Context: an optimization exercise on an open-source flow, tuned for small area. The choices shown serve that exercise and are no tape-out recipe. In this exercise RTL edits were held to simulation tests only and were not proved equivalent to the original. No activity file was given, so power comes from the tool's default toggle rates.

==> flow/design.v <==
package register_file_pkg;
  localparam int REG_COUNT = 32;
  localparam int ADDR_W = 5;
  typedef enum logic {S_IDLE, S_CLEARING} clr_state_t;
endpackage
module decoder_5_to_32
(
  input  logic [register_file_pkg::ADDR_W-1:0]    addr,
  input  logic                 en,
  output logic [register_file_pkg::REG_COUNT-1:0] sel
);
  always_comb sel = en ? register_file_pkg::REG_COUNT'(1) << addr : '0;
endmodule
module rf_rd_dec
(
  input  logic [register_file_pkg::ADDR_W-1:0]    addr,
  output logic [register_file_pkg::REG_COUNT-1:1] sel
);
  always_comb
    for (int i = 1; i < register_file_pkg::REG_COUNT; i++)
      sel[i] = addr == register_file_pkg::ADDR_W'(i);
endmodule
module rf_row_drv
(
  input  logic sel,
  input  logic rst,
  output logic wr,
  output logic keep
);
  assign wr = sel | rst;
  assign keep = ~(sel | rst);
endmodule
module rf_col_drv
(
  input  logic data,
  input  logic d1,
  input  logic d0,
  output logic d
);
  assign d = data ? d1 : d0;
endmodule
module rf_aoi222
(
  input  logic [2:0] sel,
  input  logic [2:0] d,
  output logic       y_n
);
  assign y_n = ~|(sel & d);
endmodule
module rf_cell_next
(
  input  logic q,
  input  logic wr,
  input  logic keep,
  input  logic d,
  output logic q_next
);
  assign q_next = ~((q | wr) & (keep | d));
endmodule
module register_file
#(
  parameter int N = 32
) (
  input  logic              clk,
  input  logic              rst,
  input  logic              wr_ena,
  input  logic [register_file_pkg::ADDR_W-1:0] wr_addr,
  input  logic [N-1:0]      wr_data,
  input  logic [register_file_pkg::ADDR_W-1:0] rd_addr0,
  output logic [N-1:0]      rd_data0,
  input  logic [register_file_pkg::ADDR_W-1:0] rd_addr1,
  output logic [N-1:0]      rd_data1,
  input  logic              clear,
  output logic              busy
);
  localparam int RC = register_file_pkg::REG_COUNT;
  logic [N-1:0] regs [1:RC-1];
  logic phase;
  logic [register_file_pkg::ADDR_W-1:0] clr_idx;
  logic [RC-1:0] row_sel;
  logic [RC-1:1] rd_sel0, rd_sel1;
  logic [register_file_pkg::ADDR_W-1:0] row_addr;
  logic [N-1:0] row_data;
  logic zero;
  assign busy = |clr_idx;
  always_ff @(posedge clk)
    if (rst) clr_idx <= '0;
    else if (busy || clear) clr_idx <= clr_idx + 5'd1;
  always_ff @(posedge clk) phase <= ~phase;
  assign row_addr = busy ? clr_idx : wr_addr;
  assign zero = rst || busy;
  decoder_5_to_32 u_dec (.addr(row_addr), .en(busy || wr_ena), .sel(row_sel));
  logic col_d1;
  assign col_d1 = ~(phase ^ zero);
  for (genvar b = 0; b < N; b++) begin : g_col
    rf_col_drv u_col (.data(wr_data[b]), .d1(col_d1), .d0(phase), .d(row_data[b]));
  end
  for (genvar i = 1; i < RC; i++) begin : g_row
    logic wr, keep;
    rf_row_drv u_drv (.sel(row_sel[i]), .rst(rst), .wr(wr), .keep(keep));
    for (genvar b = 0; b < N; b++) begin : g_bit
      logic q_next;
      rf_cell_next u_next (.q(regs[i][b]), .wr(wr), .keep(keep), .d(row_data[b]), .q_next(q_next));
      always_ff @(posedge clk) regs[i][b] <= q_next;
    end
  end
  rf_rd_dec u_rd0 (.addr(rd_addr0), .sel(rd_sel0));
  rf_rd_dec u_rd1 (.addr(rd_addr1), .sel(rd_sel1));
  logic ph0, ph1;
  assign ph0 = phase && rd_addr0 != '0;
  assign ph1 = phase && rd_addr1 != '0;
  for (genvar b = 0; b < N; b++) begin : g_bit
    logic [10:0] l0_n, l1_n;
    for (genvar g = 0; g < 10; g++) begin : g_leaf
      rf_aoi222 u_l0 (.sel(rd_sel0[3*g+3:3*g+1]),
                      .d({regs[3*g+3][b], regs[3*g+2][b], regs[3*g+1][b]}), .y_n(l0_n[g]));
      rf_aoi222 u_l1 (.sel(rd_sel1[3*g+3:3*g+1]),
                      .d({regs[3*g+3][b], regs[3*g+2][b], regs[3*g+1][b]}), .y_n(l1_n[g]));
    end
    assign l0_n[10] = ~(rd_sel0[31] & regs[31][b]);
    assign l1_n[10] = ~(rd_sel1[31] & regs[31][b]);
    assign rd_data0[b] = ~&l0_n ^ ph0;
    assign rd_data1[b] = ~&l1_n ^ ph1;
  end
endmodule
clock: 8.0 ns
lec_check: 0
cap_margin: 20
core_margin: 2
core_utilization: 40
cts_buf_list: sky130_fd_sc_hd__clkbuf_16
cts_cluster_diameter: 120
cts_cluster_size: 25
place_density: 0.7
slew_margin: 20
synth_hierarchical: 1
synth_minimum_keep_size: 0
standard.sh (not shown) runs the stock make flow with config.mk's settings and CLKGATE_MAP_FILE= SYNTH_SCRIPT=/design/flow/synth_recipe.tcl, a recipe that flattens the netlist after the stock synthesis.
==> flow/flow/run.sh <==
#!/bin/bash
# Standard layout, with the port buffers made as the smallest buffer cell.
set -euo pipefail
bash standard.sh "BUFFER_PORTS_ARGS=-buffer_cell sky130_fd_sc_hd__buf_1" finish > standard.log 2>&1
The starting point completed without violations.
Then changed:
--- a/flow/design.v
+++ b/flow/design.v
@@ -80,21 +80,20 @@
   logic [RC-1:0] row_sel;
   logic [RC-1:1] rd_sel0, rd_sel1;
   logic [register_file_pkg::ADDR_W-1:0] row_addr;
   logic [N-1:0] row_data;
-  logic zero;
   assign busy = |clr_idx;
   always_ff @(posedge clk)
     if (rst) clr_idx <= '0;
     else if (busy || clear) clr_idx <= clr_idx + 5'd1;
-  always_ff @(posedge clk) phase <= ~phase;
+  always_ff @(posedge clk) phase <= ~phase && !rst;
   assign row_addr = busy ? clr_idx : wr_addr;
-  assign zero = rst || busy;
   decoder_5_to_32 u_dec (.addr(row_addr), .en(busy || wr_ena), .sel(row_sel));
-  logic col_d1;
-  assign col_d1 = ~(phase ^ zero);
+  logic col_d1, col_d0;
+  assign col_d0 = phase || rst;
+  assign col_d1 = rst || (phase == busy);
   for (genvar b = 0; b < N; b++) begin : g_col
-    rf_col_drv u_col (.data(wr_data[b]), .d1(col_d1), .d0(phase), .d(row_data[b]));
+    rf_col_drv u_col (.data(wr_data[b]), .d1(col_d1), .d0(col_d0), .d(row_data[b]));
   end
   for (genvar i = 1; i < RC; i++) begin : g_row
     logic wr, keep;
     rf_row_drv u_drv (.sel(row_sel[i]), .rst(rst), .wr(wr), .keep(keep));
After rerunning: Clock power is higher by about 4%. Cell area hardly moves. Worst setup slack improves by 0.084 ns. Non-clock buffer count decreases by 1. Fmax rises by 1.2%. Register-to-register slack loses 0.11 ns.

---

## lane 1
Starts from the design.v that is shown in full above.
clock: 8.0 ns
lec_check: 0
cap_margin: 20
core_margin: 2
core_utilization: 40
cts_buf_list: sky130_fd_sc_hd__clkbuf_16
cts_cluster_diameter: 120
cts_cluster_size: 25
slew_margin: 20
synth_hierarchical: 1
synth_minimum_keep_size: 0
Scripts as last shown in full above: flow/flow/run.sh
Both conditions hold for lane 1: the flow ran to the end and the final layout passed the timing, DRC and antenna checks.
Inputs modified between lane 1 and lane 2:
--- a/flow/design.v
+++ b/flow/design.v
@@ -81,19 +81,18 @@
   logic [RC-1:1] rd_sel0, rd_sel1;
   logic [register_file_pkg::ADDR_W-1:0] row_addr;
   logic [N-1:0] row_data;
-  logic zero;
   assign busy = |clr_idx;
   always_ff @(posedge clk)
     if (rst) clr_idx <= '0;
     else if (busy || clear) clr_idx <= clr_idx + 5'd1;
-  always_ff @(posedge clk) phase <= ~phase;
+  always_ff @(posedge clk) phase <= ~phase && !rst;
   assign row_addr = busy ? clr_idx : wr_addr;
-  assign zero = rst || busy;
   decoder_5_to_32 u_dec (.addr(row_addr), .en(busy || wr_ena), .sel(row_sel));
-  logic col_d1;
-  assign col_d1 = ~(phase ^ zero);
+  logic col_d1, col_d0;
+  assign col_d0 = phase || rst;
+  assign col_d1 = rst || (phase == busy);
   for (genvar b = 0; b < N; b++) begin : g_col
-    rf_col_drv u_col (.data(wr_data[b]), .d1(col_d1), .d0(phase), .d(row_data[b]));
+    rf_col_drv u_col (.data(wr_data[b]), .d1(col_d1), .d0(col_d0), .d(row_data[b]));
   end
   for (genvar i = 1; i < RC; i++) begin : g_row
     logic wr, keep;
--- outcome ---
- Compared with lane 1, in lane 2 worst hold slack comparable; worst setup slack for register-to-register paths rose 150 ps; half-perimeter wire length of the detailed placement result higher.
- The total non-filler cell area in the finished layout in lane 2 was higher than what lane 1 gave.
- Summary of lane 2 over lane 1: sequential share of layout area now smaller; per-cell routed wire length saw an increase; overall power of the completed layout grew by 5.6%; global-route usage over all layers now larger.
- Lane 2 ends up with a count of cells along the worst register-to-register path that is 2 lower than in lane 1.
- For the power attributed to combinational cells, lane 2 came in 14% higher than lane 1 did.
- Comparing global routing met1 resource utilization for lane 1 and lane 2, the smaller number came from lane 1.
- The lower worst setup slack of lane 1 and lane 2 is in lane 1.
- Looking at total clock network power, lane 2 sits about 2% above lane 1.
- Of lane 1 and lane 2, lane 1 shows the higher fraction of layout instances using a drive strength above 1, with lane 2 below it.

---

Another version of the RTL of register_file (not shown whole).
Size in the first run: ~2100 cells after synthesis, ~120 I/O pins.
==> module register_file, before the edit <==
module register_file
#(
  parameter int N = 32
) (
  input  logic              clk,
  input  logic              rst,
  input  logic              wr_ena,
  input  logic [register_file_pkg::ADDR_W-1:0] wr_addr,
  input  logic [N-1:0]      wr_data,
  input  logic [register_file_pkg::ADDR_W-1:0] rd_addr0,
  output logic [N-1:0]      rd_data0,
  input  logic [register_file_pkg::ADDR_W-1:0] rd_addr1,
  output logic [N-1:0]      rd_data1,
  input  logic              clear,
  output logic              busy
);
  localparam int RC = register_file_pkg::REG_COUNT;
  logic [N-1:0] regs [1:RC-1];
  logic [register_file_pkg::ADDR_W-1:0] clr_idx;
  logic [RC-1:0] row_sel, rd_sel0, rd_sel1;
  logic [register_file_pkg::ADDR_W-1:0] row_addr;
  logic [N-1:0] row_data;
  assign busy = |clr_idx;
  always_ff @(posedge clk)
    if (rst) clr_idx <= '0;
    else if (busy || clear) clr_idx <= clr_idx + 5'd1;
  assign row_addr = busy ? clr_idx : wr_addr;
  assign row_data = (rst || busy) ? '0 : wr_data;
  decoder_5_to_32 u_dec (.addr(row_addr), .en(busy || wr_ena), .sel(row_sel));
  always_ff @(posedge clk)
    for (int i = 1; i < RC; i++)
      if (rst || row_sel[i]) regs[i] <= row_data;
  decoder_5_to_32 u_rd0 (.addr(rd_addr0), .en(1'b1), .sel(rd_sel0));
  decoder_5_to_32 u_rd1 (.addr(rd_addr1), .en(1'b1), .sel(rd_sel1));
  for (genvar b = 0; b < N; b++) begin : g_bit
    logic [10:0] l0_n, l1_n;
    for (genvar g = 0; g < 10; g++) begin : g_leaf
      rf_aoi222 u_l0 (.sel(rd_sel0[3*g+3:3*g+1]),
                      .d({regs[3*g+3][b], regs[3*g+2][b], regs[3*g+1][b]}), .y_n(l0_n[g]));
      rf_aoi222 u_l1 (.sel(rd_sel1[3*g+3:3*g+1]),
                      .d({regs[3*g+3][b], regs[3*g+2][b], regs[3*g+1][b]}), .y_n(l1_n[g]));
    end
    assign l0_n[10] = ~(rd_sel0[31] & regs[31][b]);
    assign l1_n[10] = ~(rd_sel1[31] & regs[31][b]);
    assign rd_data0[b] = ~&l0_n;
    assign rd_data1[b] = ~&l1_n;
  end
endmodule
Settings: LEC_CHECK=0, CAP_MARGIN=20, CORE_MARGIN=2, CORE_UTILIZATION=40, SLEW_MARGIN=20, SYNTH_HIERARCHICAL=1, SYNTH_MINIMUM_KEEP_SIZE=0; clock period 8.0 ns.
run.sh (not shown) runs the stock make flow with config.mk's settings and CLKGATE_MAP_FILE= SYNTH_SCRIPT=/design/flow/synth_recipe.tcl, a recipe that flattens the netlist after the stock synthesis.
Stock flow here: none of the scripts above is used.
Rerun with:
--- a/flow/design.v
+++ b/flow/design.v
@@ -19,6 +19,16 @@
 );
   assign y_n = ~|(sel & d);
 endmodule
+module rf_cell_next
+(
+  input  logic q,
+  input  logic wr,
+  input  logic keep,
+  input  logic d,
+  output logic q_next
+);
+  assign q_next = ~((q | wr) & (keep | d));
+endmodule
 module register_file
 #(
   parameter int N = 32
@@ -37,22 +47,35 @@
 );
   localparam int RC = register_file_pkg::REG_COUNT;
   logic [N-1:0] regs [1:RC-1];
+  logic phase;
   logic [register_file_pkg::ADDR_W-1:0] clr_idx;
   logic [RC-1:0] row_sel, rd_sel0, rd_sel1;
+  logic [RC-1:1] row_wr, row_keep;
   logic [register_file_pkg::ADDR_W-1:0] row_addr;
   logic [N-1:0] row_data;
   assign busy = |clr_idx;
   always_ff @(posedge clk)
     if (rst) clr_idx <= '0;
     else if (busy || clear) clr_idx <= clr_idx + 5'd1;
+  always_ff @(posedge clk) phase <= ~phase;
   assign row_addr = busy ? clr_idx : wr_addr;
-  assign row_data = (rst || busy) ? '0 : wr_data;
+  assign row_data = ((rst || busy) ? '0 : wr_data) ^ {N{phase}};
   decoder_5_to_32 u_dec (.addr(row_addr), .en(busy || wr_ena), .sel(row_sel));
-  always_ff @(posedge clk)
-    for (int i = 1; i < RC; i++)
-      if (rst || row_sel[i]) regs[i] <= row_data;
+  for (genvar i = 1; i < RC; i++) begin : g_row
+    assign row_wr[i] = rst || row_sel[i];
+    assign row_keep[i] = ~row_wr[i];
+    for (genvar b = 0; b < N; b++) begin : g_bit
+      logic q_next;
+      rf_cell_next u_next (.q(regs[i][b]), .wr(row_wr[i]), .keep(row_keep[i]),
+                           .d(row_data[b]), .q_next(q_next));
+      always_ff @(posedge clk) regs[i][b] <= q_next;
+    end
+  end
   decoder_5_to_32 u_rd0 (.addr(rd_addr0), .en(1'b1), .sel(rd_sel0));
   decoder_5_to_32 u_rd1 (.addr(rd_addr1), .en(1'b1), .sel(rd_sel1));
+  logic ph0, ph1;
+  assign ph0 = phase && rd_addr0 != '0;
+  assign ph1 = phase && rd_addr1 != '0;
   for (genvar b = 0; b < N; b++) begin : g_bit
     logic [10:0] l0_n, l1_n;
     for (genvar g = 0; g < 10; g++) begin : g_leaf
@@ -63,7 +86,7 @@
     end
     assign l0_n[10] = ~(rd_sel0[31] & regs[31][b]);
     assign l1_n[10] = ~(rd_sel1[31] & regs[31][b]);
-    assign rd_data0[b] = ~&l0_n;
-    assign rd_data1[b] = ~&l1_n;
+    assign rd_data0[b] = ~&l0_n ^ ph0;
+    assign rd_data1[b] = ~&l1_n ^ ph1;
   end
 endmodule
The changed run completed without violations.
Hold slack loses 160 ps.
Cell area shrinks by about 5%.
Critical path depth rises by 1.
Cell count rose by 28%.
Synthesized cell count increases by about 53%.
Total power climbs by 6.8%.
Via count increases by about 32%.

[what the ideal ports hide]
How much do the figures lean on ideal ports? The routed layouts below were timed once more, with nothing changed but the port constraints.
Step 1: set_driving_cell puts a clkbuf_16 on clk and a buf_2 on each other input, an assumption about the parent block.
Step 2 moves the port delays by t, midway between the first and last clock arrival at a register: inputs arrive t later, outputs are due t later. That takes back most of the time a late clock gives input paths.
Three values: ideal, step 1, step 2; two values: the first two.
run | t, ns | slack for setup (ns) | worst hold slack (ns)
the first run of note 1 | 0.712 | 0.886 / 0.858 / 0.858 | 0.474 / 0.474 / 0.474
the second run of note 1 | 0.734 | 0.970 / 0.886 / 0.886 | 0.476 / 0.476 / 0.476
lane 1 | 0.698 | 0.711 / 0.686 / 0.686 | 0.471 / 0.471 / 0.471
lane 2 | 0.724 | 0.825 / 0.791 / 0.791 | 0.473 / 0.473 / 0.473
the first run of note 3 | 0.732 | 1.081 / 1.050 / 1.050 | 0.628 / 0.628 / 0.628
the second run of note 3 | 0.766 | 0.369 / 0.344 / 0.344 | 0.464 / 0.464 / 0.464
After both steps setup and hold are still met in every run listed. The setup slack of the second run of note 1, which loses most, moves by -0.084 ns with the drivers and by -0.084 ns with both steps.
